What follows belongs to an exercise in optimizing a design on an open flow for small area and a short achievable clock period; a production flow would make more cautious choices. RTL that was checked went through simulation tests only; none was proved equivalent to the original. No functional check of the RTL was part of run 7. No activity file was given, so power comes from the tool's default toggle rates.

`flow/run.sh`:
```
#!/bin/bash
set -euo pipefail
P=sky130_fd_sc_hd__
DU=""
for c in probe_p_8 probec_p_8 lpflow_bleeder_1 \
         lpflow_clkbufkapwr_1 lpflow_clkbufkapwr_16 lpflow_clkbufkapwr_2 lpflow_clkbufkapwr_4 lpflow_clkbufkapwr_8 \
         lpflow_clkinvkapwr_1 lpflow_clkinvkapwr_16 lpflow_clkinvkapwr_2 lpflow_clkinvkapwr_4 lpflow_clkinvkapwr_8 \
         lpflow_decapkapwr_12 lpflow_decapkapwr_3 lpflow_decapkapwr_4 lpflow_decapkapwr_6 lpflow_decapkapwr_8 \
         lpflow_inputiso0n_1 lpflow_inputiso0p_1 lpflow_inputiso1n_1 lpflow_inputiso1p_1 lpflow_inputisolatch_1 \
         lpflow_isobufsrc_1 lpflow_isobufsrc_16 lpflow_isobufsrc_2 lpflow_isobufsrc_4 lpflow_isobufsrc_8 \
         lpflow_isobufsrckapwr_16 lpflow_lsbuf_lh_hl_isowell_tap_1 lpflow_lsbuf_lh_hl_isowell_tap_2 \
         lpflow_lsbuf_lh_hl_isowell_tap_4 lpflow_lsbuf_lh_isowell_4 lpflow_lsbuf_lh_isowell_tap_1 \
         lpflow_lsbuf_lh_isowell_tap_2 lpflow_lsbuf_lh_isowell_tap_4 \
         or3_1 or3_2 or3_4 or3b_1 or3b_2 or3b_4 or4_1 or4_2 or4_4 or4b_1 or4b_2 or4b_4 \
         or4bb_1 or4bb_2 or4bb_4 o41a_1 o41a_2 o41a_4 o41ai_1 o41ai_2 o41ai_4 \
         a2111o_1 a2111o_2 a2111o_4 a2111oi_0 a2111oi_1 a2111oi_2 a2111oi_4 \
         o2111a_1 o2111a_2 o2111a_4 o2111ai_1 o2111ai_2 o2111ai_4 a41o_1 a41o_2 a41o_4; do
  DU="$DU $P$c"
done
DU="${DU# }"
BP="-buffer_cell ${P}buf_2"
CTS="-sink_clustering_enable -repair_clock_nets -tree_buf ${P}clkbuf_8 -buf_list {${P}clkbuf_8} -root_buf ${P}clkbuf_16 -sink_clustering_buffer ${P}clkbuf_8"
bash standard.sh DONT_USE_CELLS="$DU" BUFFER_PORTS_ARGS="$BP" CTS_ARGS="$CTS" finish > standard.log 2>&1
```
`standard.sh`:
```
#!/bin/bash
# synth_recipe.tcl (not shown) runs the flow's synth.tcl, then flattens the netlist and writes it again
# the make line also repeats each setting of config.mk as NAME=value (left out here)
make -C /OpenROAD-flow-scripts/flow DESIGN_CONFIG=/design/flow/config.mk WORK_HOME=/design/flow/orfs CLKGATE_MAP_FILE= SYNTH_SCRIPT=/design/flow/synth_recipe.tcl "${@:-finish}"
```
`config.mk`:
```
export PLATFORM = sky130hd
export DESIGN_NAME = sb_top
export DESIGN_NICKNAME = sb_top
export VERILOG_FILES = /design/flow/design.v
export SDC_FILE = /design/flow/constraint.sdc
export NUM_CORES = 4
export LEC_CHECK = 0
export CAP_MARGIN = 20
export CORE_MARGIN = 2
export CORE_UTILIZATION = 40
export SETUP_SLACK_MARGIN = 2.0
export SLEW_MARGIN = 20
```
`constraint.sdc`:
```
create_clock -name core_clock -period 5.5 [get_ports {clk}]
set_input_delay 1.1000 -clock core_clock [delete_from_list [all_inputs] [get_ports {clk}]]
set_output_delay 1.1000 -clock core_clock [all_outputs]
set_load 0.01 [all_outputs]
```
`design.v`:
```
`timescale 1ns/1ps
module inst_decoder (
    input  logic [31:0] inst,
    output logic [4:0]  alu_op,
    output logic [4:0]  rd,
    output logic [4:0]  rs1,
    output logic [4:0]  rs2,
    output logic        has_rd,
    output logic        has_rs2
);
    logic [2:0] f3;
    assign f3 = inst[14:12];
    always_comb begin
        case (f3)
            3'h0: alu_op[3:0] = {3'b000, inst[30] & inst[5]};
            3'h1: alu_op[3:0] = 4'd2;
            3'h2: alu_op[3:0] = 4'd3;
            3'h3: alu_op[3:0] = 4'd4;
            3'h4: alu_op[3:0] = 4'd5;
            3'h5: alu_op[3:0] = {3'b011, inst[30]};
            3'h6: alu_op[3:0] = 4'd8;
            default: alu_op[3:0] = 4'd9;
        endcase
        alu_op[4] = !inst[5];
    end
    assign has_rd  = inst[4] || !inst[5];
    assign has_rs2 = inst[5];
    assign rd      = inst[11:7];
    assign rs1     = inst[19:15];
    assign rs2     = inst[24:20];
endmodule
module issue_check (
    input  logic [31:0] inst,
    input  logic        inst_valid,
    input  logic [3:0]  busy,
    input  logic [19:0] dst,         
    output logic        issue_ok,
    output logic [3:0]  fire
);
    logic       opc_ok, f7_mid, a, b;
    logic [2:0] f3;
    logic [1:0] cls;
    logic [3:0] sel;
    logic [3:0] hit;
    logic       waw;
    assign opc_ok = inst[1] && inst[0] && !inst[2] && !inst[3] && !inst[6];
    assign cls    = inst[5:4];      
    assign f3     = inst[14:12];
    assign f7_mid = !(inst[31] || inst[29] || inst[28] || inst[27] || inst[26]);
    assign a      = inst[30];
    assign b      = inst[25];
    always_comb begin
        sel = '0;
        case (cls)
            2'b11: begin
                sel[0] = f7_mid && !b && (!a || f3 == 3'h0 || f3 == 3'h5);
                sel[2] = f7_mid && !a && b && !f3[2];
                sel[3] = f7_mid && !a && b && f3[2];
            end
            2'b01: begin
                sel[0] = (f3 == 3'h1) ? (f7_mid && !a && !b) :
                         (f3 == 3'h5) ? (f7_mid && !b) : 1'b1;
            end
            2'b00: sel[1] = !(f3 == 3'h3 || f3 == 3'h6 || f3 == 3'h7);
            default: sel[1] = !f3[2] && !(f3[1] && f3[0]);
        endcase
        sel = sel & {4{opc_ok}};
    end
    always_comb begin
        for (int u = 0; u < 4; u++) begin
            hit[u] = busy[u] && (|dst[5*u +: 5]) && (dst[5*u +: 5] == inst[11:7]);
        end
    end
    assign waw      = (inst[4] || !inst[5]) && (|hit);
    assign issue_ok = |(sel & ~busy) && !waw;
    assign fire     = {4{inst_valid && !waw}} & sel & ~busy;
endmodule
`timescale 1ns/1ps
`timescale 1ns/1ps
module read_dispatch (
    input  logic [3:0]   r1,
    input  logic [3:0]   r2,
    input  logic [4:0]   op_alu,
    input  logic [3:0]   op_mem,
    input  logic [1:0]   op_mul,
    input  logic [1:0]   op_div,
    input  logic [19:0]  s1,         
    input  logic [19:0]  s2,
    output logic [3:0]   rg,
    output logic [18:0]  read
);
    logic [3:0] rreq;
    assign rreq  = r1 & r2;
    assign rg[0] = rreq[0];
    assign rg[1] = rreq[1] && !rreq[0];
    assign rg[2] = rreq[2] && !rreq[1] && !rreq[0];
    assign rg[3] = rreq[3] && !rreq[2] && !rreq[1] && !rreq[0];
    assign read[18]    = |rreq;
    assign read[17]    = rg[3];
    assign read[16]    = rg[1] || rg[2];
    assign read[15]    = rg[0] || rg[2];
    assign read[14:10] = ({5{rg[0]}} & op_alu) | ({5{rg[1]}} & {1'b0, op_mem}) |
                         ({5{rg[2]}} & {3'b000, op_mul}) | ({5{rg[3]}} & {3'b000, op_div});
    assign read[9:5]   = ({5{rg[0]}} & s1[4:0])   | ({5{rg[1]}} & s1[9:5]) |
                         ({5{rg[2]}} & s1[14:10]) | ({5{rg[3]}} & s1[19:15]);
    assign read[4:0]   = ({5{rg[0]}} & s2[4:0])   | ({5{rg[1]}} & s2[9:5]) |
                         ({5{rg[2]}} & s2[14:10]) | ({5{rg[3]}} & s2[19:15]);
endmodule
`timescale 1ns/1ps
module writeback_select (
    input  logic [3:0]   done,
    input  logic [3:0]   r1,
    input  logic [3:0]   r2,
    input  logic [15:0]  m1,
    input  logic [15:0]  m2,
    input  logic [19:0]  dst,        
    output logic [3:0]   wg,
    output logic [8:0]   wb
);
    logic [3:0] war;
    logic [3:0] wreq;
    always_comb begin
        for (int u = 0; u < 4; u++) begin
            war[u] = 1'b0;
            for (int j = 0; j < 4; j++) begin
                if (j != u) war[u] = war[u] || (r1[j] && m1[4*j+u]) || (r2[j] && m2[4*j+u]);
            end
        end
    end
    assign wreq  = done & ~war;
    assign wg[0] = wreq[0];
    assign wg[1] = wreq[1] && !wreq[0];
    assign wg[2] = wreq[2] && !wreq[1] && !wreq[0];
    assign wg[3] = wreq[3] && !wreq[2] && !wreq[1] && !wreq[0];
    assign wb[8]   = |wreq;
    assign wb[7]   = wg[3];
    assign wb[6]   = wg[1] || wg[2];
    assign wb[5]   = wg[0] || wg[2];
    assign wb[4:0] = ({5{wg[0]}} & dst[4:0])   | ({5{wg[1]}} & dst[9:5]) |
                     ({5{wg[2]}} & dst[14:10]) | ({5{wg[3]}} & dst[19:15]);
endmodule
`timescale 1ns/1ps
module sb_top (
    input  logic        clk,
    input  logic        rst,
    input  logic        inst_valid,
    input  logic [31:0] inst,
    input  logic [3:0]  fu_done,      
    output logic        issue_ok,
    output logic [18:0] read,
    output logic [8:0]  wb
);
    localparam int N = 4;
    logic [4:0] alu_op;
    logic [4:0] rd, rs1, rs2;
    logic       has_rd, has_rs2;
    logic [N-1:0]        busy_q;
    logic [N-1:0]        done_q;
    logic [N-1:0]        r1_q;       
    logic [N-1:0]        r2_q;
    logic [N-1:0]        took_q;     
    logic [4:0]          dst0_q, dst2_q, dst3_q;
    logic [N-1:0][4:0]   s1_q;
    logic [4:0]          s20_q, s22_q, s23_q;
    logic [4:0]          mreg_q;     
    logic [N-1:0][4:0]   dst_v;      
    logic [N-1:0][4:0]   s2_v;
    logic [N-1:0][4:0]   dcmp;       
    logic [N-1:0][4:0]   s2cmp;      
    logic [N-1:0]        s2ok;
    logic [N-1:0][N-1:0] m1_q;       
    logic [N-1:0][N-1:0] m2_q;
    logic [4:0]          op_alu_q;
    logic [3:0]          op_mem_q;
    logic [1:0]          op_mul_q;
    logic [1:0]          op_div_q;
    logic [N-1:0] dnz, e1, e2, f1, f2, fire;
    logic [N-1:0] rg, wg, wake1, wake2;
    logic         w1_new, w2_new, rdnz;
    inst_decoder decoder_i (
        .inst    (inst),
        .alu_op  (alu_op),
        .rd      (rd),
        .rs1     (rs1),
        .rs2     (rs2),
        .has_rd  (has_rd),
        .has_rs2 (has_rs2)
    );
    issue_check issue_i (
        .inst       (inst),
        .inst_valid (inst_valid),
        .busy       (busy_q),
        .dst        (dst_v),
        .issue_ok   (issue_ok),
        .fire       (fire)
    );
    read_dispatch read_i (
        .r1     (r1_q),
        .r2     (r2_q),
        .op_alu (op_alu_q),
        .op_mem (op_mem_q),
        .op_mul (op_mul_q),
        .op_div (op_div_q),
        .s1     (s1_q),
        .s2     (s2_v),
        .rg     (rg),
        .read   (read)
    );
    writeback_select wb_i (
        .done (done_q),
        .r1   (r1_q),
        .r2   (r2_q),
        .m1   (m1_q),
        .m2   (m2_q),
        .dst  (dst_v),
        .wg   (wg),
        .wb   (wb)
    );
    assign rdnz = has_rd && (|rd);
    always_comb begin
        dst_v[0] = dst0_q;
        dst_v[1] = op_mem_q[0] ? 5'd0 : mreg_q;
        dst_v[2] = dst2_q;
        dst_v[3] = dst3_q;
        s2_v[0]  = s20_q;
        s2_v[1]  = op_mem_q[0] ? mreg_q : 5'd0;
        s2_v[2]  = s22_q;
        s2_v[3]  = s23_q;
        for (int u = 0; u < N; u++) begin
            dcmp[u]  = dst_v[u];
            s2cmp[u] = s2_v[u];
            dnz[u]   = |dst_v[u];
            s2ok[u]  = 1'b1;
        end
        dcmp[1]  = mreg_q;
        s2cmp[1] = mreg_q;
        dnz[1]   = !op_mem_q[0] && (|mreg_q);
        s2ok[1]  = op_mem_q[0];
        for (int u = 0; u < N; u++) begin
            e1[u]  = dnz[u] && (dcmp[u] == rs1);
            e2[u]  = dnz[u] && (dcmp[u] == rs2) && has_rs2;
            f1[u]  = rdnz && (s1_q[u] == rd);
            f2[u]  = rdnz && s2ok[u] && (s2cmp[u] == rd);
        end
    end
    always_comb begin
        for (int j = 0; j < N; j++) begin
            wake1[j] = 1'b0;
            wake2[j] = 1'b0;
            for (int u = 0; u < N; u++) begin
                if (u != j) begin
                    wake1[j] = wake1[j] || (wg[u] && m1_q[j][u]);
                    wake2[j] = wake2[j] || (wg[u] && m2_q[j][u]);
                end
            end
            wake1[j] = wake1[j] && !r1_q[j] && !took_q[j];
            wake2[j] = wake2[j] && !r2_q[j] && !took_q[j];
        end
    end
    assign w1_new = |(busy_q & e1 & ~wg);
    assign w2_new = |(busy_q & e2 & ~wg);
    always_ff @(posedge clk or posedge rst) begin
        if (rst) begin
            busy_q <= '0;
            done_q <= '0;
            r1_q   <= '0;
            r2_q   <= '0;
        end else begin
            for (int j = 0; j < N; j++) begin
                if (busy_q[j]) begin
                    busy_q[j] <= !wg[j];
                    done_q[j] <= !wg[j] && (done_q[j] || fu_done[j]);
                    r1_q[j]   <= !wg[j] && ((r1_q[j] && !rg[j]) || wake1[j]);
                    r2_q[j]   <= !wg[j] && ((r2_q[j] && !rg[j]) || wake2[j]);
                end else begin
                    busy_q[j] <= fire[j];
                    done_q[j] <= 1'b0;
                    r1_q[j]   <= fire[j] && !w1_new;
                    r2_q[j]   <= fire[j] && !w2_new;
                end
            end
        end
    end
    always_ff @(posedge clk) begin
        for (int j = 0; j < N; j++) begin
            if (busy_q[j]) begin
                took_q[j] <= took_q[j] || rg[j];
                for (int u = 0; u < N; u++) begin
                    if (u != j && !busy_q[u]) begin
                        m1_q[j][u] <= f1[j];
                        m2_q[j][u] <= f2[j];
                    end
                end
            end else begin
                took_q[j] <= 1'b0;
                s1_q[j]  <= rs1;
                for (int u = 0; u < N; u++) begin
                    if (u != j) begin
                        m1_q[j][u] <= e1[u];
                        m2_q[j][u] <= e2[u];
                    end
                end
            end
        end
        if (!busy_q[0]) op_alu_q <= alu_op;
        if (!busy_q[1]) op_mem_q <= {inst[14:12], inst[5]};
        if (!busy_q[1]) mreg_q   <= inst[5] ? rs2 : rd;
        if (!busy_q[0]) dst0_q   <= rd;      
        if (!busy_q[2]) dst2_q   <= rd;      
        if (!busy_q[3]) dst3_q   <= rd;
        if (!busy_q[0]) s20_q    <= has_rs2 ? rs2 : 5'd0;
        if (!busy_q[2]) s22_q    <= rs2;
        if (!busy_q[3]) s23_q    <= rs2;
        if (!busy_q[2]) op_mul_q <= inst[13:12];
        if (!busy_q[3]) op_div_q <= inst[13:12];
    end
endmodule
```
==> flow_metrics.tcl, run 1 <==
set metrics [dict create \
    fin_util_pct 47.8 \
    core_sq_um 15100 \
    max_freq_ghz 0.279 \
    reg2reg_to "r1_q[1]" \
    whs_path_depth 2 \
    largest_reg_flops 20 \
    powerDensity_nw_per_um2 307 \
    drcViolationCount 0 \
    p_clk_share_pct 30.0 \
    ctsHtreeMaxLevel 3 \
    hold_ws_ns 0.465 \
    r2r_slack_ns 2.82 \
    post-dp-hpwl_mm 13.3 \
    grt-ovfl-total 0 \
    grtUsageTotal_pct 23.8 \
    seqPwrFrac_pct 52.4 \
    via_per_inst 6.08 \
    p_sw_share_pct 30.3 \
    hold_viol 0 \
    avgRoutedWirePerCell_um 23.1 \
    regArea_sq_um 3250 \
    design_area_sq_um 7240 \
    cts_buffers 9 \
    dieWidth_um 128 \
    totalWireLength_mm 19.1 \
    drive_gt1_share_pct 22.1 \
    power_frac_comb_pct 17.6 \
    ys_seq_elements 112 \
    area_delta_synth_final_pct 17.0 \
    slowest_delay_ns 0.30 \
    relSlewSlack_pct 45.9 \
    cp_max_fo 17 \
    layout.cells.non_filler 826 \
    period_needed_ns 3.58 \
    synth_ff_type "edfxtp_1" \
    p_switching_mw 0.673 \
    finalPower_mw 2.22 \
    portBuffers 67 \
    insertion_delay_ns 0.36 \
    intPower_mw 1.55 \
    slew_viol_final 0 \
    clk_pin_slew_worst_paths_ns 0.07 \
    setup_ws_ns 1.92 \
    reg_top3 "s1_q (20), m1_q (12), m2_q (12)" \
    drtIter0Drc 583 \
    vias 5025 \
    timing.rr.start "r2_q[1]" \
    syn_nets 620 \
    synth_cell_types 52 \
    layout_commonest_cell "edfxtp_1" \
    grt_pass1_vias 4886 \
    hold_end "took_q[2]" \
    ys_async_sr_fraction_pct 14.3 \
    initial_utilization_pct 40.9 \
    grt_max_degree 23 \
    antenna_found_initial 0 \
    fill_cells 1371 \
    cap_violations 0 \
    cts_root_buf "clkbuf_16" \
    endpoint_kind "output port" \
    grt_pass1_wl_mm 29.3 \
    crit_slowest_cell "nor4_2" \
    dieArea_sq_um 16500 \
    hold_start "took_q[2]" \
    rsz0062_at_grt "true" \
    max-vdd-ir-drop_mv 0.212 \
    worst_pin_slew_ns 0.800 \
    status "no timing/DRC/antenna violations" \
    placed_area_sq_um 6570 \
    crit_type "input pin to output port" \
    setup-tns-final_ns 0 \
    cts_tree "yes" \
    rr_worst_depth 7 \
    fin_nets 672 \
    setup_viol 0 \
    crit_chain "buf_8 -> xor2_2 -> nor4_2 -> nand4_1 -> a21oi_2 -> nor2_1 -> o311a_1 -> buf_2" \
    regMostFlops "s1_q" \
    first_pass_iters 6 \
    syn_avg_cell_area_sq_um 10.7 \
    post-place-ws_ns 1.54 \
    die-height_um 128 \
    ant_nets 0 \
    synth_seq_area_share_pct 52.4 \
    multi_input_area_sq_um 2790 \
    place_inst 785 \
    cts_buffer_depth 2 \
    synth-edff-count 92 \
    gp_congestion 0.889 \
    cp.arrival_ns 2.48 \
    finalCritPeriodShare_pct 65.2 \
    hp-class "flip-flop to flip-flop" \
    diodes 0 \
    synthCells 581 \
    startpoint_type "input pin" \
    skew_ns 0.0103 \
    synth_area_sq_um 6190 \
    boundaryPins 68 \
    cts_num_sinks 112 \
    p_leak_nw 2.83 \
    required_ns 4.40 \
    final_cell_mix "edfxtp_1 (92), xor2_1 (63), buf_2 (60), nand2_1 (47)" \
    yosysWarnings 4 \
    rows 45 \
]
-- worst max path at each step --
stage	depth (start not counted)	end	startpoint	slack [ns]
2_1_floorplan	6	issue_ok	inst[29]	2.13
3_3_place_gp	8	issue_ok	inst[9]	1.57
3_5_place_dp	7	issue_ok	inst[5]	1.54
4_1_cts	8	issue_ok	inst[28]	1.91
5_1_grt	8	issue_ok	inst[11]	1.82
6_report	8	issue_ok	inst[11]	1.92
-- logic make-up after synthesis --
kind of cell / share of synthesized area (%)
buffers and inverters: 4.39
DFF: 52.4
muxes: 0.162
AOI/OAI and AO/OA: 14.2
xor gates and xnor gates: 13.2
and+or+nand+nor: 15.7
-- timing repair --
action	CTS	global route
hold buffers	0	0
setup endpoints to repair	20	18
gates resized for setup	32	15
buffers inserted	14	9
pin swaps	14	15
cloned	1	0
-- synth_stat cells (2+ instances only) --
master / n / area [sq um]
and4_1: 3 / 26.3
dfrtp_1: 16 / 400
a31o_1: 3 / 26.3
o21ai_0: 32 / 160
clkbuf_1: 35 / 131
o21bai_1: 2 / 15.0
nor3_2: 2 / 20.0
edfxtp_1: 92 / 2760
o32ai_1: 3 / 26.3
nand2b_1: 7 / 43.8
nor3b_1: 3 / 22.5
a222oi_1: 18 / 180
a32o_1: 7 / 70.1
a31o_2: 3 / 26.3
a211oi_1: 4 / 30.0
o22ai_1: 2 / 12.5
nor4_1: 10 / 62.6
a21o_1: 7 / 52.6
xor2_1: 64 / 561
nor2_1: 33 / 124
nor4b_1: 2 / 17.5
inv_1: 14 / 52.6
nand3_1: 18 / 90.1
buf_1: 12 / 45.0
nor2b_1: 3 / 18.8
nand2_1: 47 / 176
a22o_1: 2 / 17.5
a21oi_1: 12 / 60.1
buf_2: 4 / 20.0
nor3_1: 21 / 105
a22oi_1: 9 / 67.6
a221o_1: 5 / 50.1
xnor2_1: 29 / 254
and3_1: 4 / 25.0
nand4_1: 22 / 138
dfxtp_1: 4 / 80.1
and2_1: 11 / 68.8
o2bb2ai_1: 2 / 17.5
-- power groups by stage --
stage          registers (mW)  clock network [mW]  logic (mW)
3_3_place_gp             1.18                   0       0.333
6_report                 1.16               0.666       0.390
2_1_floorplan            1.09                   0       0.288
4_1_cts                  1.16               0.678       0.366
3_5_place_dp             1.18                   0       0.341
5_1_grt                  1.18               0.712       0.420
-- area by class of cell --
cell class                 instances  area share [%]
clock buffer                       9            3.11
clock inverter                     7           0.967
inverter                          15           0.898
multi-input combinational        401            38.5
sequential                       112            44.8
tap                              188            3.25
timing repair buffer              93            8.43
timing repair inverter             1          0.0691
-- worst max-delay path: cells and delay by family --
| kind | cells | cell delay (ns) |
|---|---|---|
| AOI/OAI and AO/OA | 2 | 0.39 |
| xor gates and xnor gates | 1 | 0.19 |
| buffers and inverters | 2 | 0.29 |
| and+or+nand+nor | 3 | 0.50 |
-- per-layer routing --
metal / routed length, um / global-route usage [%]
met2: 9100 / 38.4
met4: 416 / 6.79
met5: 0 / 0
met3: 1330 / 5.28
met1: 8220 / 32.4
==> run 2: changes to the inputs <==
--- a/flow/run.sh
+++ b/flow/run.sh
@@ -18,6 +18,6 @@
   DU="$DU $P$c"
 done
 DU="${DU# }"
-BP="-buffer_cell ${P}buf_2"
+BP="-buffer_cell ${P}buf_1"
 CTS="-sink_clustering_enable -repair_clock_nets -tree_buf ${P}clkbuf_8 -buf_list {${P}clkbuf_8} -root_buf ${P}clkbuf_16 -sink_clustering_buffer ${P}clkbuf_8"
 bash standard.sh DONT_USE_CELLS="$DU" BUFFER_PORTS_ARGS="$BP" CTS_ARGS="$CTS" finish > standard.log 2>&1
==> run 2 against run 1 <==
- critical endpoint unchanged
- synthesized area did not move
- highest routed layer unchanged
- register-to-register slack barely moved
- sequential cell count did not move
- still clean on timing, DRC and antenna
==> flow_metrics.tcl, run 2 <==
set metrics [dict create \
    status "no timing/DRC/antenna violations" \
    syn_avg_cell_area_sq_um 10.7 \
    cts_root_buf "clkbuf_16" \
    cp_max_fo 4 \
    rr_worst_depth 7 \
    synth_area_sq_um 6190 \
    placed_area_sq_um 6530 \
    required_ns 4.40 \
    initial_utilization_pct 40.9 \
    area_delta_synth_final_pct 17.4 \
    p_leak_nw 2.73 \
    synth_cell_types 52 \
    reg_top3 "s1_q (20), m1_q (12), m2_q (12)" \
    ant_nets 0 \
    finalPower_mw 2.22 \
    max_freq_ghz 0.276 \
    layout.cells.non_filler 842 \
    startpoint_type "input pin" \
    p_switching_mw 0.660 \
    yosysWarnings 4 \
    vias 5117 \
    whs_path_depth 2 \
    insertion_delay_ns 0.36 \
    dieArea_sq_um 16500 \
    synth_ff_type "edfxtp_1" \
    setup-tns-final_ns 0 \
    synth_top_area_share_pct 44.6 \
    clk_pin_slew_worst_paths_ns 0.07 \
    fin_nets 688 \
    max-vdd-ir-drop_mv 0.185 \
    portBuffers 67 \
    worst_pin_slew_ns 1.01 \
    endpoint "issue_ok" \
    period_needed_ns 3.63 \
    avgRoutedWirePerCell_um 22.7 \
    antenna_found_initial 0 \
    dieWidth_um 128 \
    synth_area_leaders "edfxtp_1 (45%), xor2_1 (9.1%), dfrtp_1 (6.5%)" \
    first_pass_iters 7 \
    grt_pass1_vias 4995 \
    syn_nets 620 \
    intPower_mw 1.56 \
    setup_ws_ns 1.87 \
    reg2reg_to "r2_q[3]" \
    cp.arrival_ns 2.53 \
    p_clk_share_pct 30.0 \
    drcViolationCount 0 \
    diodes 0 \
    grtUsageTotal_pct 23.3 \
    cts_tree "yes" \
    synth-edff-count 92 \
    skew_ns 0.00628 \
    grt-ovfl-total 0 \
    path_common_cell "buf_6" \
    synth_common_cells "edfxtp_1 (92), xor2_1 (64), nand2_1 (47)" \
    hp-class "flip-flop to flip-flop" \
    slowest_delay_ns 0.30 \
    core_sq_um 15100 \
    drtIter0Drc 629 \
    regMostFlops "s1_q" \
    cts_num_sinks 112 \
    post-dp-hpwl_mm 13.3 \
    totalWireLength_mm 19.1 \
    ys_async_sr_fraction_pct 14.3 \
    cts_buffers 9 \
    die-height_um 128 \
    finalCritPeriodShare_pct 66.0 \
    hold_viol 0 \
    seqPwrFrac_pct 52.4 \
    post-synth-top-count-cell "edfxtp_1" \
    rows 45 \
    r2r_slack_ns 2.81 \
    cap_violations 0 \
    crit_path_start "inst[11]" \
    boundaryPins 68 \
    gp_congestion 0.921 \
    relSlewSlack_pct 32.5 \
    post-place-ws_ns 1.17 \
    holdBufCountCts 0 \
    design_area_sq_um 7270 \
    crit_chain "buf_6 -> buf_8 -> xor2_1 -> nor4_1 -> nand4_1 -> a21oi_2 -> nor2_1 -> o311a_1 -> buf_6" \
    timing.rr.start "r1_q[1]" \
    synthCells 581 \
    crit_type "input pin to output port" \
    powerDensity_nw_per_um2 305 \
    setup_viol 0 \
    cts_buffer_depth 2 \
    endpoint_kind "output port" \
    via_per_inst 6.08 \
    grt_max_degree 23 \
    largest_reg_flops 20 \
    place_inst 790 \
    yosysTopAreaCell "edfxtp_1" \
    ys_seq_elements 112 \
    slew_viol_final 0 \
    p_sw_share_pct 29.8 \
    rsz0062_at_grt "true" \
    power_frac_comb_pct 17.6 \
    ctsHtreeMaxLevel 3 \
    synth_seq_area_share_pct 52.4 \
    grt_pass1_wl_mm 28.8 \
    drive_gt1_share_pct 14.8 \
    final_cell_mix "edfxtp_1 (92), xor2_1 (64), buf_1 (57), nand2_1 (47), buf_4 (38)" \
    layout_commonest_cell "edfxtp_1" \
    crit_slowest_cell "nor4_1" \
]
## run 2: critical path, delay by kind of cell
kind | cells | cell delay (ns)
buffers and inverters | 3 | 0.35
and+or+nand+nor | 3 | 0.55
xor gates and xnor gates | 1 | 0.13
AOI/OAI and AO/OA | 2 | 0.40
## run 2: stage by stage
step	hold slack (ns)	utilization [%]
finish	0.469	48.0
global route	0.493	48.0
CTS	0.472	46.7
detailed placement	0.456	43.1
global placement	0.454	43.0
floorplan	0.427	-
## run 2: worst min path at each step
stage / startpoint / endpoint / slack, ns
5_1_grt: took_q[2] / took_q[2] / 0.49
6_report: took_q[2] / took_q[2] / 0.47
4_1_cts: took_q[2] / took_q[2] / 0.47
3_5_place_dp: took_q[2] / took_q[2] / 0.46
3_3_place_gp: took_q[2] / took_q[2] / 0.45
2_1_floorplan: took_q[2] / took_q[2] / 0.43
## run 2: power by group through the flow
stage / Combinational [mW] / Sequential [mW] / Clock (mW)
floorplan: 0.288 / 1.09 / 0
global placement: 0.332 / 1.17 / 0
detailed placement: 0.338 / 1.17 / 0
CTS: 0.361 / 1.16 / 0.675
global route: 0.421 / 1.17 / 0.706
finish: 0.389 / 1.16 / 0.666
## run 2: cell families after synthesis
| logic type | synth area share, % |
|---|---|
| AOI/OAI and AO/OA | 14.2 |
| DFF | 52.4 |
| xor gates and xnor gates | 13.2 |
| and+or+nand+nor | 15.7 |
| buffers and inverters | 4.39 |
| muxes | 0.162 |
## run 2: final cells by class
cell class	count	area (sq um)
Fill cell	1398	7880
Sequential cell	112	3240
Multi-Input combinational cell	401	2790
Timing Repair Buffer	110	641
Clock buffer	10	239
Tap cell	188	235
Inverter	15	63.8
Clock inverter	6	55.1
## run 2: metal layers
metal,GRT usage (%),vias up,share of wire (%)
met3,4.91,39,7.9
met1,31.5,2493,43
met5,0,-,0
met4,8.92,0,2.5
met2,36.9,297,47
li1,-,2288,-
## run 2: what timing repair did
item / in CTS / in global routing
pin swaps: 13 / 19
buffers inserted: 20 / 16
setup endpoints to repair: 19 / 18
gates resized for setup: 27 / 24
==> run 3: changes to the inputs <==
--- a/flow/run.sh
+++ b/flow/run.sh
@@ -14,10 +14,13 @@
          or3_1 or3_2 or3_4 or3b_1 or3b_2 or3b_4 or4_1 or4_2 or4_4 or4b_1 or4b_2 or4b_4 \
          or4bb_1 or4bb_2 or4bb_4 o41a_1 o41a_2 o41a_4 o41ai_1 o41ai_2 o41ai_4 \
          a2111o_1 a2111o_2 a2111o_4 a2111oi_0 a2111oi_1 a2111oi_2 a2111oi_4 \
-         o2111a_1 o2111a_2 o2111a_4 o2111ai_1 o2111ai_2 o2111ai_4 a41o_1 a41o_2 a41o_4; do
+         o2111a_1 o2111a_2 o2111a_4 o2111ai_1 o2111ai_2 o2111ai_4 a41o_1 a41o_2 a41o_4 \
+         nor4_1 nor4_2 nor4_4 nor4b_1 nor4b_2 nor4b_4 nor4bb_1 nor4bb_2 nor4bb_4 a222oi_1 \
+         a311o_1 a311o_2 a311o_4 a311oi_1 a311oi_2 a311oi_4 o311a_1 o311a_2 o311a_4 \
+         o311ai_0 o311ai_1 o311ai_2 o311ai_4 and4b_1 and4b_2 and4b_4 and4bb_1 and4bb_2 and4bb_4; do
   DU="$DU $P$c"
 done
 DU="${DU# }"
-BP="-buffer_cell ${P}buf_1"
+BP="-buffer_cell ${P}buf_2"
 CTS="-sink_clustering_enable -repair_clock_nets -tree_buf ${P}clkbuf_8 -buf_list {${P}clkbuf_8} -root_buf ${P}clkbuf_16 -sink_clustering_buffer ${P}clkbuf_8"
 bash standard.sh DONT_USE_CELLS="$DU" BUFFER_PORTS_ARGS="$BP" CTS_ARGS="$CTS" finish > standard.log 2>&1
==> run 3 against run 2 <==
- still clean
- cell count decreased by 0.48%
- clock power down 6.3%
- synthesized area up 1.9%
- synthesized cell count up 1.7%
- hold slack better by 0.028 ns
- maximum frequency is 3.5% higher
- sequential cell count unchanged
- global-route usage fell by 0.95 points
- via count down 6.2%
- power is 5.8% higher
- register-to-register slack better by 0.35 ns
==> flow_metrics.tcl, run 3 <==
set metrics [dict create \
    boundaryPins 68 \
    setup-tns-final_ns 0 \
    setup_viol 0 \
    grt_pass1_vias 4826 \
    ys_async_sr_fraction_pct 14.3 \
    max-vdd-ir-drop_mv 0.168 \
    power_frac_comb_pct 19.6 \
    p_clk_share_pct 26.6 \
    yosys.area_share.simple_pct 15.0 \
    synth_seq_area_share_pct 51.4 \
    antenna_found_initial 0 \
    drive_gt1_share_pct 18.7 \
    final_cell_mix "edfxtp_1 (92), buf_2 (62), xnor2_1 (49), nand2_1 (47), xor2_1 (44)" \
    post-synth-top-count-cell "edfxtp_1" \
    avgRoutedWirePerCell_um 21.9 \
    layout_commonest_cell "edfxtp_1" \
    synth_area_sq_um 6310 \
    holdBufCountCts 0 \
    cts_num_sinks 112 \
    design_area_sq_um 7050 \
    diodes 0 \
    slew_viol_final 0 \
    regMostFlops "s1_q" \
    hold_viol 0 \
    synthCells 591 \
    syn_avg_cell_area_sq_um 10.7 \
    ant_nets 0 \
    ctsHtreeMaxLevel 3 \
    period_needed_ns 3.51 \
    p_leak_nw 2.75 \
    rsz0062_at_grt "true" \
    synth_common_cells "edfxtp_1 (92), xnor2_1 (49), nand2_1 (47)" \
    seqPwrFrac_pct 53.8 \
    core_sq_um 15300 \
    initial_utilization_pct 41.2 \
    grt_max_degree 22 \
    dieArea_sq_um 16800 \
    totalWireLength_mm 18.3 \
    cp_max_fo 17 \
    cts_buffers 9 \
    gp_congestion 0.906 \
    endpoint_kind "output port" \
    cp.arrival_ns 2.41 \
    max_freq_ghz 0.285 \
    startpoint_type "input pin" \
    largest_reg_flops 20 \
    cts_root_buf "clkbuf_16" \
    syn_nets 630 \
    synth-edff-count 92 \
    synth_top_family_by_area "compound AO/OA/AOI/OAI gates" \
    grt_pass1_wl_mm 27.7 \
    placed_area_sq_um 6700 \
    die-height_um 130 \
    synth_xor_area_share_pct 12.9 \
    yosysWarnings 4 \
    fin_nets 661 \
    required_ns 4.40 \
    cts_buffer_depth 2 \
    reg_top3 "s1_q (20), m1_q (12), m2_q (12)" \
    drcViolationCount 0 \
    worst_pin_slew_ns 1.08 \
    yosysTopAreaCell "edfxtp_1" \
    cap_violations 0 \
    finalCritPeriodShare_pct 63.8 \
    fill_cells 1490 \
    status "no timing/DRC/antenna violations" \
    skew_ns 0.00971 \
    p_switching_mw 0.761 \
    crit_type "input pin to output port" \
    rows 45 \
    area_delta_synth_final_pct 11.8 \
    hp-class "flip-flop to flip-flop" \
    relSlewSlack_pct 28.0 \
    ys_seq_elements 112 \
    grtUsageTotal_pct 22.3 \
    synth_area_leaders "edfxtp_1 (44%), xnor2_1 (6.8%), dfrtp_1 (6.3%)" \
    synth_cell_types 63 \
    clk_pin_slew_worst_paths_ns 0.07 \
    via_per_inst 5.73 \
    synth_fa_ha_area_share_pct 0 \
    synth_top_area_share_pct 43.8 \
    p_sw_share_pct 32.4 \
    portBuffers 67 \
    vias 4800 \
    intPower_mw 1.58 \
    synth-compound-area-share_pct 15.6 \
    first_pass_iters 8 \
    powerDensity_nw_per_um2 332 \
    synthMuxAreaShare_pct 0.159 \
    insertion_delay_ns 0.36 \
    dieWidth_um 130 \
    drtIter0Drc 371 \
    post-dp-hpwl_mm 13.3 \
    cts_tree "yes" \
    grt-ovfl-total 0 \
    synth_ff_type "edfxtp_1" \
]
[run 3: cells by family (layout without fill, tap and decap cells)]
logic type,count (synthesis),count (layout)
and+or+nand+nor,185,185
DFF,112,112
AOI/OAI and AO/OA,128,128
buffers and inverters,72,108
xor gates and xnor gates,93,93
muxes,1,1
[run 3: layout make-up]
type                    instances  area (sq um)  area share [%]
repair buffers                 74           400            5.68
clock buffers                  10           239            3.39
well taps                     211           264            3.74
clock inverters                 6          36.3           0.514
inverters                      18          68.8           0.976
flip-flops and latches        112          3250            46.0
multi-input cells             407          2800            39.7
[run 3: routing by layer]
metal  vias up  share of wire, %  global-route usage (%)  wire length [um]
met5         -                 0                       0                 0
met3        29               4.9                    3.88               897
met1      2387                45                    30.8              8340
met2       180                47                    35.8              8690
li1       2204                 -                       -                 -
met4         0               2.2                    7.40               403
[run 3: worst paths after layout]
kind,startpoint,to,slack (ns),depth (start not counted)
max,inst[9],issue_ok,1.99,8
min,took_q[2],took_q[2],0.50,2
max reg2reg,r2_q[1],r1_q[1],3.16,8
min reg2reg,took_q[2],took_q[2],0.50,2
max in group asynchronous,rst,r1_q[0],4.23,2
min in group asynchronous,rst,done_q[2],0.82,2
[run 3: through the flow]
stage                     setup slack [ns]  hold WS (ns)  cells  util (%)  power [mW]
after floorplan                       2.20         0.440    591         -        1.54
after global placement                1.83         0.463    820      43.8        1.71
after detailed placement              1.83         0.487    820      43.8        1.72
after CTS                             1.98         0.504    836      45.8        2.34
after global routing                  1.90         0.532    838      46.1        2.45
final                                 1.99         0.497    838      46.1        2.34
[run 3: power by group through the flow]
stage	sequential (mW)	clock, mW	combinational [mW]
2_1_floorplan	1.15	0	0.390
3_3_place_gp	1.27	0	0.440
3_5_place_dp	1.27	0	0.450
4_1_cts	1.25	0.636	0.454
5_1_grt	1.28	0.669	0.505
6_report	1.26	0.624	0.460
[run 3: critical path, cell delays in order]
cell and delay (ns):
buf_4 0.20, nand2b_1 0.20, a41oi_1 0.24, a21oi_1 0.08, nand2_1 0.11, nand2_1 0.08, a211oi_2 0.23, buf_2 0.17
[run 3: timing repair]
action,4_1_cts,5_1_grt
endpoints found under the setup margin,21,18
resized for setup,13,8
pin swaps,0,3
setup buffers,0,2
endpoints found under the hold margin,0,0
==> run 4: changes to the inputs <==
--- a/config.mk
+++ b/config.mk
@@ -8,5 +8,5 @@
 export CAP_MARGIN = 20
 export CORE_MARGIN = 2
 export CORE_UTILIZATION = 40
-export SETUP_SLACK_MARGIN = 2.0
+export SETUP_SLACK_MARGIN = 2.1
 export SLEW_MARGIN = 20
==> run 4 against run 3 <==
- maximum frequency hardly changed
- critical path depth decreased by 1
- clock power hardly changed
- still clean
- combinational power up 1%
- largest power group unchanged
- register-to-register slack better by 0.04 ns
- cell count increased by 0.48%
- largest cell class unchanged
- non-clock buffer count is 4 higher
==> flow_metrics.tcl, run 4 <==
set metrics [dict create \
    cts_root_buf "clkbuf_16" \
    portBuffers 67 \
    synth_seq_area_share_pct 51.4 \
    regMostFlops "s1_q" \
    dieArea_sq_um 16800 \
    max-vdd-ir-drop_mv 0.169 \
    ctsHtreeMaxLevel 3 \
    endpoint_kind "output port" \
    yosysWarnings 4 \
    totalWireLength_mm 18.4 \
    power_frac_comb_pct 19.8 \
    layout_commonest_cell "edfxtp_1" \
    p_clk_share_pct 26.5 \
    worst_pin_slew_ns 1.08 \
    drive_gt1_share_pct 20.4 \
    ys_seq_elements 112 \
    clk_pin_slew_worst_paths_ns 0.07 \
    drcViolationCount 0 \
    grtUsageTotal_pct 22.4 \
    synth_cell_types 63 \
    p_switching_mw 0.763 \
    ant_nets 0 \
    post-place-ws_ns 1.83 \
    post-synth-top-count-cell "edfxtp_1" \
    via_per_inst 5.78 \
    syn_nets 630 \
    syn_avg_cell_area_sq_um 10.7 \
    startpoint_type "input pin" \
    boundaryPins 68 \
    skew_ns 0.0122 \
    setup_ws_ns 1.99 \
    finalCritPeriodShare_pct 63.8 \
    antenna_found_initial 0 \
    hold_viol 0 \
    grt_pass1_wl_mm 27.8 \
    diodes 0 \
    final_cell_mix "edfxtp_1 (92), buf_2 (60), xnor2_1 (49), nand2_1 (47), xor2_1 (44)" \
    gp_congestion 0.906 \
    yosysTopAreaCell "edfxtp_1" \
    required_ns 4.40 \
    synth_common_cells "edfxtp_1 (92), xnor2_1 (49), nand2_1 (47)" \
    period_needed_ns 3.51 \
    cts_buffer_depth 2 \
    synth_ff_type "edfxtp_1" \
    rsz0062_at_grt "true" \
    slew_viol_final 0 \
    die-height_um 130 \
    setup_viol 0 \
    r2r_slack_ns 3.20 \
    synth-edff-count 92 \
    synth_area_sq_um 6310 \
    cap_violations 0 \
    cp_max_fo 9 \
    crit_type "input pin to output port" \
    cp.arrival_ns 2.41 \
    hp-class "flip-flop to flip-flop" \
    avgRoutedWirePerCell_um 21.9 \
    seqPwrFrac_pct 53.7 \
    fin_nets 665 \
    area_delta_synth_final_pct 13.4 \
    p_sw_share_pct 32.4 \
    core_sq_um 15300 \
    synth_top_area_share_pct 43.8 \
    cts_buffers 9 \
    rows 45 \
    insertion_delay_ns 0.36 \
    reg_top3 "s1_q (20), m1_q (12), m2_q (12)" \
    synthCells 591 \
    drtIter0Drc 402 \
    vias 4866 \
    cts_tree "yes" \
    grt_max_degree 22 \
    grt-ovfl-total 0 \
    fin_util_pct 46.7 \
    grt_pass1_vias 4842 \
    setup-tns-final_ns 0 \
    p_leak_nw 2.77 \
    largest_reg_flops 20 \
    max_freq_ghz 0.285 \
    synth_area_leaders "edfxtp_1 (44%), xnor2_1 (6.8%), dfrtp_1 (6.3%)" \
    first_pass_iters 5 \
    cts_num_sinks 112 \
    powerDensity_nw_per_um2 329 \
    holdBufCountCts 0 \
    post-dp-hpwl_mm 13.3 \
    intPower_mw 1.59 \
    status "no timing/DRC/antenna violations" \
    ys_async_sr_fraction_pct 14.3 \
    dieWidth_um 130 \
    initial_utilization_pct 41.2 \
    relSlewSlack_pct 27.9 \
]
[run 4: path summary, 6_finish.rpt]
check / startpoint / endpoint / cells after the start
worst min register to register: took_q[2] / took_q[2] / 2
worst max register to register: r1_q[2] / r1_q[1] / 8
worst max-delay path: inst[14] / issue_ok / 7
max in group asynchronous: rst / r1_q[0] / 2
min in group asynchronous: rst / done_q[2] / 2
worst min-delay path: took_q[2] / took_q[2] / 2
[run 4: critical path: stages]
cell,delay (ns)
buf_2,0.16
xor2_1,0.17
o21ai_1,0.14
nand2_1,0.07
a211o_1,0.33
a211oi_2,0.27
buf_2,0.17
[run 4: repair_timing]
action,4_1_cts,5_1_grt
pin swaps,3,10
gates resized for setup,25,12
setup endpoints to repair,21,14
setup buffers,3,3
[run 4: cell type report]
type                            instances  area (sq um)
Fill cell                            1484          8170
Sequential cell                       112          3250
Multi-Input combinational cell        407          2840
Timing Repair Buffer                   78           450
Tap cell                              211           264
Clock buffer                           10           239
Inverter                               18          72.6
Clock inverter                          6          36.3
[run 4: kinds of logic (layout without fill, tap and decap cells)]
group / after synthesis / in the layout / synth area share, %
and+or+nand+nor: 185 / 185 / 15.0
DFF: 112 / 112 / 51.4
AOI/OAI and AO/OA: 128 / 128 / 15.6
xor gates and xnor gates: 93 / 93 / 12.9
muxes: 1 / 1 / 0.159
buffers and inverters: 72 / 112 / 4.90
[run 4: power groups by stage]
| stage | Sequential [mW] | Clock (mW) | Combinational, mW |
|---|---|---|---|
| floorplan | 1.15 | 0 | 0.390 |
| global placement | 1.27 | 0 | 0.440 |
| detailed placement | 1.27 | 0 | 0.450 |
| CTS | 1.26 | 0.636 | 0.462 |
| global route | 1.28 | 0.670 | 0.512 |
| finish | 1.26 | 0.623 | 0.466 |
[run 4: routing by layer]
layer	wire length, um	vias up	global-route usage, %
li1	-	2211	-
met1	8070	2408	30.6
met2	8740	212	36.2
met3	1170	35	3.88
met4	422	0	7.40
met5	0	-	0
[run 4: stage by stage]
stage	hold slack [ns]	power, mW	cell area, sq um	cells
after floorplan	0.440	1.54	6310	591
after global placement	0.463	1.71	6700	820
after detailed placement	0.487	1.72	6700	820
after CTS	0.504	2.36	7090	839
after global routing	0.532	2.46	7150	842
final	0.497	2.35	7150	842
==> run 5: changes to the inputs <==
--- a/config.mk
+++ b/config.mk
@@ -8,5 +8,5 @@
 export CAP_MARGIN = 20
 export CORE_MARGIN = 2
 export CORE_UTILIZATION = 40
-export SETUP_SLACK_MARGIN = 2.1
+export SETUP_SLACK_MARGIN = 1.9
 export SLEW_MARGIN = 20
==> run 5 against run 4 <==
- still clean on timing, DRC and antenna
- synthesized cell count unchanged
- wire length fell by 0.76%
- clock skew shrank 0.00062 ns
- sequential cell count unchanged
- cell area shrank 1.7%
- hold slack improved by 0.0013 ns
- combinational power down 2%
- global-route usage down 0.053 points
- core utilization is 0.78 points lower
- maximum frequency is 0.40% lower
- largest cell class unchanged
- largest power group unchanged
- highest routed layer unchanged
==> flow_metrics.tcl, run 5 <==
set metrics [dict create \
    synthCells 591 \
    intPower_mw 1.58 \
    hold_viol 0 \
    fin_util_pct 45.9 \
    p_switching_mw 0.762 \
    rows 45 \
    finalCritPeriodShare_pct 64.0 \
    p_sw_share_pct 32.5 \
    seqPwrFrac_pct 53.7 \
    max-vdd-ir-drop_mv 0.169 \
    yosysTopAreaCell "edfxtp_1" \
    largest_reg_flops 20 \
    hold_ws_ns 0.498 \
    final_cell_mix "edfxtp_1 (92), buf_2 (62), xnor2_1 (49), nand2_1 (47), xor2_1 (44)" \
    dieWidth_um 130 \
    holdBufCountCts 0 \
    synth_ff_type "edfxtp_1" \
    crit_type "input pin to output port" \
    synth_cell_types 63 \
    clk_pin_slew_worst_paths_ns 0.07 \
    grt-ovfl-total 0 \
    worst_pin_slew_ns 1.08 \
    via_per_inst 5.69 \
    status "no timing/DRC/antenna violations" \
    grtUsageTotal_pct 22.3 \
    cts_tree "yes" \
    hold_start "took_q[2]" \
    synth_area_sq_um 6310 \
    ys_async_sr_fraction_pct 14.3 \
    whs_path_depth 2 \
    post-dp-hpwl_mm 13.3 \
    synth-edff-count 92 \
    core_sq_um 15300 \
    cts_buffers 9 \
    crit_path_start "inst[9]" \
    synth_seq_area_share_pct 51.4 \
    period_needed_ns 3.52 \
    timing.rr.start "r2_q[0]" \
    drcViolationCount 0 \
    syn_avg_cell_area_sq_um 10.7 \
    die-height_um 130 \
    syn_nets 630 \
    yosysWarnings 4 \
    reg_top3 "s1_q (20), m1_q (12), m2_q (12)" \
    vias 4764 \
    max_freq_ghz 0.284 \
    finalPower_mw 2.34 \
    skew_ns 0.0116 \
    dieArea_sq_um 16800 \
    cp_max_fo 17 \
    r2r_slack_ns 3.17 \
    area_delta_synth_final_pct 11.5 \
    drtIter0Drc 445 \
    setup-tns-final_ns 0 \
    synth_common_cells "edfxtp_1 (92), xnor2_1 (49), nand2_1 (47)" \
    antenna_found_initial 0 \
    ant_nets 0 \
    relSlewSlack_pct 27.7 \
    cp.arrival_ns 2.42 \
    cap_violations 0 \
    fin_nets 660 \
    startpoint_type "input pin" \
    grt_pass1_vias 4831 \
    drive_gt1_share_pct 18.1 \
    rr_worst_depth 7 \
    cts_root_buf "clkbuf_16" \
    hp-class "flip-flop to flip-flop" \
    synth_top_area_share_pct 43.8 \
    synth_area_leaders "edfxtp_1 (44%), xnor2_1 (6.8%), dfrtp_1 (6.3%)" \
    grt_max_degree 22 \
    cts_num_sinks 112 \
    insertion_delay_ns 0.36 \
    layout_commonest_cell "edfxtp_1" \
    setup_viol 0 \
    endpoint_kind "output port" \
    p_leak_nw 2.73 \
    ctsHtreeMaxLevel 3 \
    regMostFlops "s1_q" \
    required_ns 4.40 \
    post-synth-top-count-cell "edfxtp_1" \
    ys_seq_elements 112 \
    totalWireLength_mm 18.3 \
    p_clk_share_pct 26.8 \
    gp_congestion 0.906 \
    power_frac_comb_pct 19.5 \
    first_pass_iters 5 \
    slew_viol_final 0 \
    powerDensity_nw_per_um2 333 \
    diodes 0 \
    initial_utilization_pct 41.2 \
    grt_pass1_wl_mm 27.7 \
    cts_buffer_depth 2 \
    portBuffers 67 \
    rsz0062_at_grt "false" \
    avgRoutedWirePerCell_um 21.8 \
    boundaryPins 68 \
]
run 5: cell counts after synthesis:
Identical to the previous run, type by type.
run 5: logic make-up after synthesis:
group                     count (synthesis)  synth area share (%)
buffers and inverters                    72                  4.90
AOI/OAI and AO/OA                       128                  15.6
xor gates and xnor gates                 93                  12.9
DFF                                     112                  51.4
muxes                                     1                 0.159
and+or+nand+nor                         185                  15.0
run 5: metrics by stage:
stage               cell area (sq um)  setup WS, ns  std cells
finish                           7030          1.98        837
global route                     7030          1.90        837
CTS                              7000          1.91        836
detailed placement               6700          1.83        820
global placement                 6700          1.83        820
floorplan                        6310          2.20        591
run 5: area by class of cell:
class	count	area [sq um]
inverters	18	68.8
fillers	1490	8290
clock inverters	6	36.3
repair buffers	73	393
flip-flops and latches	112	3240
multi-input cells	407	2790
clock buffers	10	239
well taps	211	264
run 5: layer usage:
layer  vias to the layer above  share of wire, %  global-route usage, %
met2                       185                47                   35.8
met4                         0               2.1                   7.40
met5                         -                 0                      0
li1                       2196                 -                      -
met3                        26               5.3                   3.88
met1                      2357                45                   30.8
run 5: critical path: stages:
cell,delay (ns)
buf_4,0.20
nand2b_1,0.20
a41oi_1,0.24
a21oi_1,0.07
nand2_1,0.11
nand2_1,0.08
a211oi_2,0.25
buf_2,0.18
run 5: worst paths after layout:
path | to
max reg2reg | r1_q[1]
min in group asynchronous | done_q[2]
max in group asynchronous | done_q[0]
min | took_q[2]
min reg2reg | took_q[2]
max | issue_ok
run 5: power groups by stage:
stage	clock, mW	sequential (mW)	combinational (mW)
2_1_floorplan	0	1.15	0.390
3_3_place_gp	0	1.27	0.440
3_5_place_dp	0	1.27	0.450
4_1_cts	0.636	1.25	0.453
5_1_grt	0.669	1.28	0.501
6_report	0.628	1.26	0.456
run 5: timing repair:
item                                    4_1_cts  5_1_grt
endpoints found under the setup margin       16       14
pin swaps                                     0        3
buffers inserted                              0        1
gates cloned                                  0        0
resized for setup                             8       10
==> run 6: changes to the inputs <==
--- a/flow/run.sh
+++ b/flow/run.sh
@@ -17,7 +17,9 @@
          o2111a_1 o2111a_2 o2111a_4 o2111ai_1 o2111ai_2 o2111ai_4 a41o_1 a41o_2 a41o_4 \
          nor4_1 nor4_2 nor4_4 nor4b_1 nor4b_2 nor4b_4 nor4bb_1 nor4bb_2 nor4bb_4 a222oi_1 \
          a311o_1 a311o_2 a311o_4 a311oi_1 a311oi_2 a311oi_4 o311a_1 o311a_2 o311a_4 \
-         o311ai_0 o311ai_1 o311ai_2 o311ai_4 and4b_1 and4b_2 and4b_4 and4bb_1 and4bb_2 and4bb_4; do
+         o311ai_0 o311ai_1 o311ai_2 o311ai_4 and4b_1 and4b_2 and4b_4 and4bb_1 and4bb_2 and4bb_4 \
+         and4_1 and4_2 and4_4 a221o_1 a221o_2 a221o_4 o221a_1 o221a_2 o221a_4 a31o_1 a31o_2 a31o_4 \
+         a32o_1 a32o_2 a32o_4 o31a_1 o31a_2 o31a_4 o32a_1 o32a_2 o32a_4; do
   DU="$DU $P$c"
 done
 DU="${DU# }"
--- a/config.mk
+++ b/config.mk
@@ -8,5 +8,5 @@
 export CAP_MARGIN = 20
 export CORE_MARGIN = 2
 export CORE_UTILIZATION = 40
-export SETUP_SLACK_MARGIN = 1.9
+export SETUP_SLACK_MARGIN = 2.0
 export SLEW_MARGIN = 20
==> run 6 against run 5 <==
- count of clock-buffer cells in the layout down 1
- non-clock buffer count is 5 higher
- sequential power about the same
- cell area increased by 1.3%
- core utilization grew 0.78 points
- sequential cell count unchanged
- maximum frequency decreased by 0.22%
- combinational power grew 12%
- critical endpoint unchanged
==> flow_metrics.tcl, run 6 <==
set metrics [dict create \
    relSlewSlack_pct 29.9 \
    cp.arrival_ns 2.43 \
    synth_area_sq_um 6280 \
    boundaryPins 68 \
    grt_pass1_wl_mm 28.1 \
    area_delta_synth_final_pct 13.5 \
    antenna_found_initial 0 \
    startpoint_type "input pin" \
    met2_usage_pct 38.2 \
    clk_pin_slew_worst_paths_ns 0.07 \
    synth_cell_types 56 \
    post-synth-top-count-cell "edfxtp_1" \
    setup_viol 0 \
    grt_pass1_vias 4877 \
    cts_buffers 9 \
    p_leak_nw 2.78 \
    ys_async_sr_fraction_pct 14.3 \
    portBuffers 67 \
    slew_viol_final 0 \
    dieWidth_um 129 \
    met3_usage_pct 4.46 \
    fill_cells 1406 \
    cp.buffers_inverters 2 \
    synthCells 609 \
    core_sq_um 15300 \
    drtIter0Drc 426 \
    synth_seq_area_share_pct 51.7 \
    skew_ns 0.0125 \
    yosysTopAreaCell "edfxtp_1" \
    rows 45 \
    worst_pin_slew_ns 1.05 \
    design_area_sq_um 7120 \
    hold_viol 0 \
    cts_tree "yes" \
    top_usage_layer "met2" \
    first_pass_iters 5 \
    rsz0062_at_grt "true" \
    max-vdd-ir-drop_mv 0.176 \
    setup-tns-final_ns 0 \
    regMostFlops "s1_q" \
    cp_max_fo 2 \
    insertion_delay_ns 0.36 \
    synth_area_leaders "edfxtp_1 (44%), xnor2_1 (7.0%), dfrtp_1 (6.4%)" \
    fin_nets 684 \
    diodes 0 \
    grt-ovfl-total 0 \
    avgRoutedWirePerCell_um 21.6 \
    critPathTopFamily "simple AND/OR/NAND/NOR gates" \
    final_cell_mix "edfxtp_1 (92), nand2_1 (69), buf_2 (59), xnor2_1 (50), xor2_1 (43)" \
    vias 4954 \
    cp.depth 8 \
    hold_ws_ns 0.507 \
    ys_seq_elements 112 \
    drcViolationCount 0 \
    grt_max_degree 22 \
    powerDensity_nw_per_um2 334 \
    syn_nets 648 \
    reg_top3 "s1_q (20), m1_q (12), m2_q (12)" \
    synth_ff_type "edfxtp_1" \
    via_per_inst 5.75 \
    cts_num_sinks 112 \
    period_needed_ns 3.53 \
    crit_chain "buf_6 -> nor3_4 -> nor3b_4 -> nand2_1 -> o21ai_1 -> nand4_1 -> a211oi_2 -> buf_2" \
    initial_utilization_pct 41.1 \
    synth-edff-count 92 \
    endpoint_kind "output port" \
    drive_gt1_share_pct 18.3 \
    post-dp-hpwl_mm 13.5 \
    ant_nets 0 \
    crit_slowest_cell "a211oi_2" \
    syn_avg_cell_area_sq_um 10.3 \
    synth_top_area_share_pct 44.0 \
    cts_buffer_depth 2 \
    status "no timing/DRC/antenna violations" \
    rr_worst_depth 10 \
    dieArea_sq_um 16700 \
    gp_congestion 0.916 \
    crit_type "input pin to output port" \
    placed_area_sq_um 6690 \
    largest_reg_flops 20 \
    die-height_um 129 \
    whs_path_depth 2 \
    hp-class "flip-flop to flip-flop" \
    ctsHtreeMaxLevel 3 \
    finalCritPeriodShare_pct 64.2 \
    totalWireLength_mm 18.6 \
    layout_commonest_cell "edfxtp_1" \
    gr-usage-met1_pct 29.7 \
    slowest_delay_ns 0.27 \
    grtUsageTotal_pct 22.6 \
    cap_violations 0 \
    required_ns 4.40 \
    cts_root_buf "clkbuf_16" \
    yosysWarnings 4 \
    synth_common_cells "edfxtp_1 (92), nand2_1 (69), xnor2_1 (50)" \
    max_freq_ghz 0.283 \
]
-- run 6: kinds of logic after synthesis --
logic type	count (synthesis)	synth area share, %
compound gates	117	13.6
xor+xnor	93	13.0
buf+inv	67	4.33
flops	112	51.7
simple gates	220	17.5
-- run 6: routing by layer --
layer / share of wire, % / vias to the layer above
met5: 0 / -
met3: 6.3 / 23
met2: 49 / 221
li1: - / 2259
met1: 43 / 2451
met4: 1.7 / 0
-- run 6: timing repair --
| item | 4_1_cts | 5_1_grt |
|---|---|---|
| setup buffers | 2 | 5 |
| hold buffers | 0 | 0 |
| pin swaps | 1 | 8 |
| endpoints found under the setup margin | 20 | 17 |
| gates resized for setup | 5 | 25 |
-- run 6: final cells by class --
type	count	area (sq um)	area share, %
repair buffers	78	470	6.60
inverters	14	55.1	0.773
well taps	211	264	3.71
multi-input cells	430	2830	39.7
flip-flops and latches	112	3250	45.6
clock buffers	9	225	3.16
clock inverters	7	37.5	0.527
-- run 6: worst register-to-register path: stages (launching register included) --
cell and delay, ns:
dfrtp_2 0.46, a22oi_1 0.18, nand3_1 0.15, a211oi_4 0.28
buf_4 0.17, nor3_4 0.04, buf_12 0.13, buf_4 0.17
a221oi_1 0.49, a2bb2oi_1 0.21, o22ai_1 0.11
-- run 6: worst paths after layout --
kind	end	startpoint	slack, ns
worst max-delay path	issue_ok	inst[28]	1.97
worst min-delay path	took_q[3]	took_q[3]	0.51
worst max register to register	r1_q[1]	r2_q[0]	2.94
worst min register to register	took_q[3]	took_q[3]	0.51
max in group asynchronous	r2_q[0]	rst	4.25
min in group asynchronous	done_q[2]	rst	0.81
-- run 6: report_power, final --
part | switching [mW] | internal [mW] | leakage [nW] | total [mW]
clock | 0.299 | 0.304 | 0.140 | 0.602
combinational | 0.311 | 0.201 | 1.38 | 0.511
sequential | 0.171 | 1.10 | 1.26 | 1.27
-- run 6: stage by stage --
| stage | power [mW] | setup slack (ns) | util, % | cells |
|---|---|---|---|---|
| after floorplan | 1.57 | 2.15 | - | 609 |
| after global placement | 1.75 | 1.68 | 43.9 | 838 |
| after detailed placement | 1.76 | 1.58 | 43.9 | 838 |
| after CTS | 2.36 | 1.83 | 45.8 | 856 |
| after global routing | 2.48 | 1.84 | 46.7 | 861 |
| final | 2.38 | 1.97 | 46.7 | 861 |
==> run 7: changes to the inputs <==
--- a/design.v
+++ b/design.v
@@ -33,6 +33,7 @@
     input  logic [31:0] inst,
     input  logic        inst_valid,
     input  logic [3:0]  busy,
+    input  logic [3:0]  pend,        
     input  logic [19:0] dst,         
     output logic        issue_ok,
     output logic [3:0]  fire
@@ -68,7 +69,7 @@
     end
     always_comb begin
         for (int u = 0; u < 4; u++) begin
-            hit[u] = busy[u] && (|dst[5*u +: 5]) && (dst[5*u +: 5] == inst[11:7]);
+            hit[u] = pend[u] && (dst[5*u +: 5] == inst[11:7]);
         end
     end
     assign waw      = (inst[4] || !inst[5]) && (|hit);
@@ -159,6 +160,7 @@
     logic [N-1:0]        r1_q;       
     logic [N-1:0]        r2_q;
     logic [N-1:0]        took_q;     
+    logic [N-1:0]        pend_q;     
     logic [4:0]          dst0_q, dst2_q, dst3_q;
     logic [N-1:0][4:0]   s1_q;
     logic [4:0]          s20_q, s22_q, s23_q;
@@ -174,7 +176,7 @@
     logic [3:0]          op_mem_q;
     logic [1:0]          op_mul_q;
     logic [1:0]          op_div_q;
-    logic [N-1:0] dnz, e1, e2, f1, f2, fire;
+    logic [N-1:0] e1, e2, f1, f2, fire;
     logic [N-1:0] rg, wg, wake1, wake2;
     logic         w1_new, w2_new, rdnz;
     inst_decoder decoder_i (
@@ -190,6 +192,7 @@
         .inst       (inst),
         .inst_valid (inst_valid),
         .busy       (busy_q),
+        .pend       (pend_q),
         .dst        (dst_v),
         .issue_ok   (issue_ok),
         .fire       (fire)
@@ -229,16 +232,14 @@
         for (int u = 0; u < N; u++) begin
             dcmp[u]  = dst_v[u];
             s2cmp[u] = s2_v[u];
-            dnz[u]   = |dst_v[u];
             s2ok[u]  = 1'b1;
         end
         dcmp[1]  = mreg_q;
         s2cmp[1] = mreg_q;
-        dnz[1]   = !op_mem_q[0] && (|mreg_q);
         s2ok[1]  = op_mem_q[0];
         for (int u = 0; u < N; u++) begin
-            e1[u]  = dnz[u] && (dcmp[u] == rs1);
-            e2[u]  = dnz[u] && (dcmp[u] == rs2) && has_rs2;
+            e1[u]  = pend_q[u] && (dcmp[u] == rs1);
+            e2[u]  = pend_q[u] && (dcmp[u] == rs2) && has_rs2;
             f1[u]  = rdnz && (s1_q[u] == rd);
             f2[u]  = rdnz && s2ok[u] && (s2cmp[u] == rd);
         end
@@ -257,11 +258,12 @@
             wake2[j] = wake2[j] && !r2_q[j] && !took_q[j];
         end
     end
-    assign w1_new = |(busy_q & e1 & ~wg);
-    assign w2_new = |(busy_q & e2 & ~wg);
+    assign w1_new = |(e1 & ~wg);
+    assign w2_new = |(e2 & ~wg);
     always_ff @(posedge clk or posedge rst) begin
         if (rst) begin
             busy_q <= '0;
+            pend_q <= '0;
             done_q <= '0;
             r1_q   <= '0;
             r2_q   <= '0;
@@ -269,11 +271,13 @@
             for (int j = 0; j < N; j++) begin
                 if (busy_q[j]) begin
                     busy_q[j] <= !wg[j];
+                    pend_q[j] <= pend_q[j] && !wg[j];
                     done_q[j] <= !wg[j] && (done_q[j] || fu_done[j]);
                     r1_q[j]   <= !wg[j] && ((r1_q[j] && !rg[j]) || wake1[j]);
                     r2_q[j]   <= !wg[j] && ((r2_q[j] && !rg[j]) || wake2[j]);
                 end else begin
                     busy_q[j] <= fire[j];
+                    pend_q[j] <= fire[j] && rdnz;
                     done_q[j] <= 1'b0;
                     r1_q[j]   <= fire[j] && !w1_new;
                     r2_q[j]   <= fire[j] && !w2_new;
--- a/flow/run.sh
+++ b/flow/run.sh
@@ -17,9 +17,7 @@
          o2111a_1 o2111a_2 o2111a_4 o2111ai_1 o2111ai_2 o2111ai_4 a41o_1 a41o_2 a41o_4 \
          nor4_1 nor4_2 nor4_4 nor4b_1 nor4b_2 nor4b_4 nor4bb_1 nor4bb_2 nor4bb_4 a222oi_1 \
          a311o_1 a311o_2 a311o_4 a311oi_1 a311oi_2 a311oi_4 o311a_1 o311a_2 o311a_4 \
-         o311ai_0 o311ai_1 o311ai_2 o311ai_4 and4b_1 and4b_2 and4b_4 and4bb_1 and4bb_2 and4bb_4 \
-         and4_1 and4_2 and4_4 a221o_1 a221o_2 a221o_4 o221a_1 o221a_2 o221a_4 a31o_1 a31o_2 a31o_4 \
-         a32o_1 a32o_2 a32o_4 o31a_1 o31a_2 o31a_4 o32a_1 o32a_2 o32a_4; do
+         o311ai_0 o311ai_1 o311ai_2 o311ai_4 and4b_1 and4b_2 and4b_4 and4bb_1 and4bb_2 and4bb_4; do
   DU="$DU $P$c"
 done
 DU="${DU# }"
==> run 7 against run 6 <==
- largest cell class unchanged
- clock skew barely moved
- synthesized area rose by 2.0%
- via count rose by 3.9%
- cell area rose by 6.1%
- highest routed layer unchanged
- die area rose by 1.9%
- clock power rose by 51%
- core utilization rose by 1.2 points
- worst setup slack improved by 0.055 ns
- sequential cell count rose by 4
- critical path depth did not move
- still clean
- count of clock-buffer cells in the layout rose by 8
==> flow_metrics.tcl, run 7 <==
set metrics [dict create \
    yosysWarnings 4 \
    hold_viol 0 \
    drive_gt1_share_pct 22.1 \
    rsz0062_at_grt "true" \
    ctsHtreeMaxLevel 4 \
    dieWidth_um 131 \
    synth_ff_type "edfxtp_1" \
    p_leak_nw 2.97 \
    design_area_sq_um 7560 \
    syn_avg_cell_area_sq_um 10.7 \
    fin_nets 701 \
    synth_common_cells "edfxtp_1 (92), xnor2_1 (63), nor2_1 (44)" \
    diodes 0 \
    status "no timing/DRC/antenna violations" \
    setup_viol 0 \
    synth-edff-count 92 \
    synth_area_sq_um 6400 \
    skew_ns 0.0128 \
    drtIter0Drc 579 \
    yosysTopAreaCell "edfxtp_1" \
    initial_utilization_pct 40.6 \
    cp.arrival_ns 2.37 \
    rows 46 \
    hp-class "flip-flop to flip-flop" \
    worst_pin_slew_ns 1.03 \
    finalCritPeriodShare_pct 63.1 \
    max_freq_ghz 0.288 \
    grt_max_degree 22 \
    slowest_delay_ns 0.26 \
    cp_max_fo 17 \
    boundaryPins 68 \
    via_per_inst 5.78 \
    cts_num_sinks 116 \
    antenna_found_initial 0 \
    first_pass_iters 5 \
    post-synth-top-count-cell "edfxtp_1" \
    crit_type "input pin to output port" \
    portBuffers 67 \
    layout_commonest_cell "edfxtp_1" \
    relSlewSlack_pct 31.4 \
    ys_async_sr_fraction_pct 17.2 \
    cts_buffer_depth 2 \
    syn_nets 636 \
    largest_reg_flops 20 \
    crit_chain "buf_12 -> xnor2_1 -> and4_1 -> nand4_1 -> o21ai_2 -> a211oi_4 -> o21a_1 -> buf_2" \
    crit_slowest_cell "a211oi_4" \
    avgRoutedWirePerCell_um 21.9 \
    synth_seq_area_share_pct 52.2 \
    startpoint_type "input pin" \
    insertion_delay_ns 0.39 \
    grt_pass1_vias 4991 \
    final_cell_mix "edfxtp_1 (92), xnor2_1 (63), buf_2 (61), nor2_1 (43), nand2_1 (40)" \
    regMostFlops "s1_q" \
    slew_viol_final 0 \
    clk_pin_slew_worst_paths_ns 0.08 \
    max-vdd-ir-drop_mv 0.214 \
    critPathTopFamily "compound AO/OA/AOI/OAI gates" \
    powerDensity_nw_per_um2 357 \
    ant_nets 0 \
    grt-ovfl-total 0 \
    grt_pass1_wl_mm 29.4 \
    setup-tns-final_ns 0 \
    ys_seq_elements 116 \
    period_needed_ns 3.47 \
    area_delta_synth_final_pct 18.1 \
    synth_cell_types 56 \
    gp_congestion 0.923 \
    cp.buffers_inverters 2 \
    cts_root_buf "clkbuf_16" \
    synth_area_leaders "edfxtp_1 (43%), xnor2_1 (8.6%), dfrtp_1 (7.8%)" \
    cts_buffers 17 \
]
run 7: path summary, 6_finish.rpt:
check	start	to	slack, ns	depth (start not counted)
worst max-delay path	inst[11]	issue_ok	2.03	8
worst min-delay path	done_q[2]	done_q[2]	0.50	2
worst max register to register	op_mem_q[0]	r1_q[2]	3.33	7
worst min register to register	done_q[2]	done_q[2]	0.50	2
max in group asynchronous	rst	r2_q[1]	4.09	2
min in group asynchronous	rst	r2_q[2]	0.86	2
run 7: layer usage:
metal	GRT usage [%]	routed length [um]	share of wire (%)
met1	31.1	8350	43
met5	0	0	0
met4	8.95	493	2.5
met3	4.52	1100	5.7
met2	38.5	9550	49
run 7: kinds of logic after synthesis:
group,synth area share [%]
flops,52.2
compound gates,16.0
buf+inv,4.34
mux,0.156
xor+xnor,11.9
simple gates,15.3
run 7: worst min-delay path, stage by stage, from the launching register on:
cell     delay [ns]
dfrtp_1        0.35
nor2_1         0.05
nor2_1         0.07
run 7: per-stage QoR:
step | hold WS (ns) | cells | setup WS [ns] | utilization, %
2_1_floorplan | 0.457 | 597 | 2.22 | -
3_3_place_gp | 0.479 | 841 | 1.73 | 43.2
3_5_place_dp | 0.488 | 841 | 1.71 | 43.2
4_1_cts | 0.509 | 874 | 2.01 | 46.5
5_1_grt | 0.550 | 891 | 1.96 | 47.9
6_report | 0.500 | 891 | 2.03 | 47.9
run 7: area by class of cell:
| type | count | area (sq um) |
|---|---|---|
| clock buffers | 17 | 245 |
| flip-flops and latches | 116 | 3340 |
| repair buffers | 87 | 577 |
| fillers | 1454 | 8210 |
| well taps | 216 | 270 |
| clock inverters | 15 | 206 |
| multi-input cells | 425 | 2850 |
| inverters | 15 | 61.3 |
run 7: repair_timing:
action / CTS / global route
pin swaps: 1 / 7
resized for setup: 21 / 20
hold buffers: 0 / 0
endpoints found under the setup margin: 20 / 18
endpoints found under the hold margin: 0 / 0
buffers inserted: 1 / 17
run 7: report_power, final:
part / switching [mW] / internal [mW]
clock network: 0.394 / 0.515
registers: 0.169 / 1.12
logic: 0.300 / 0.204
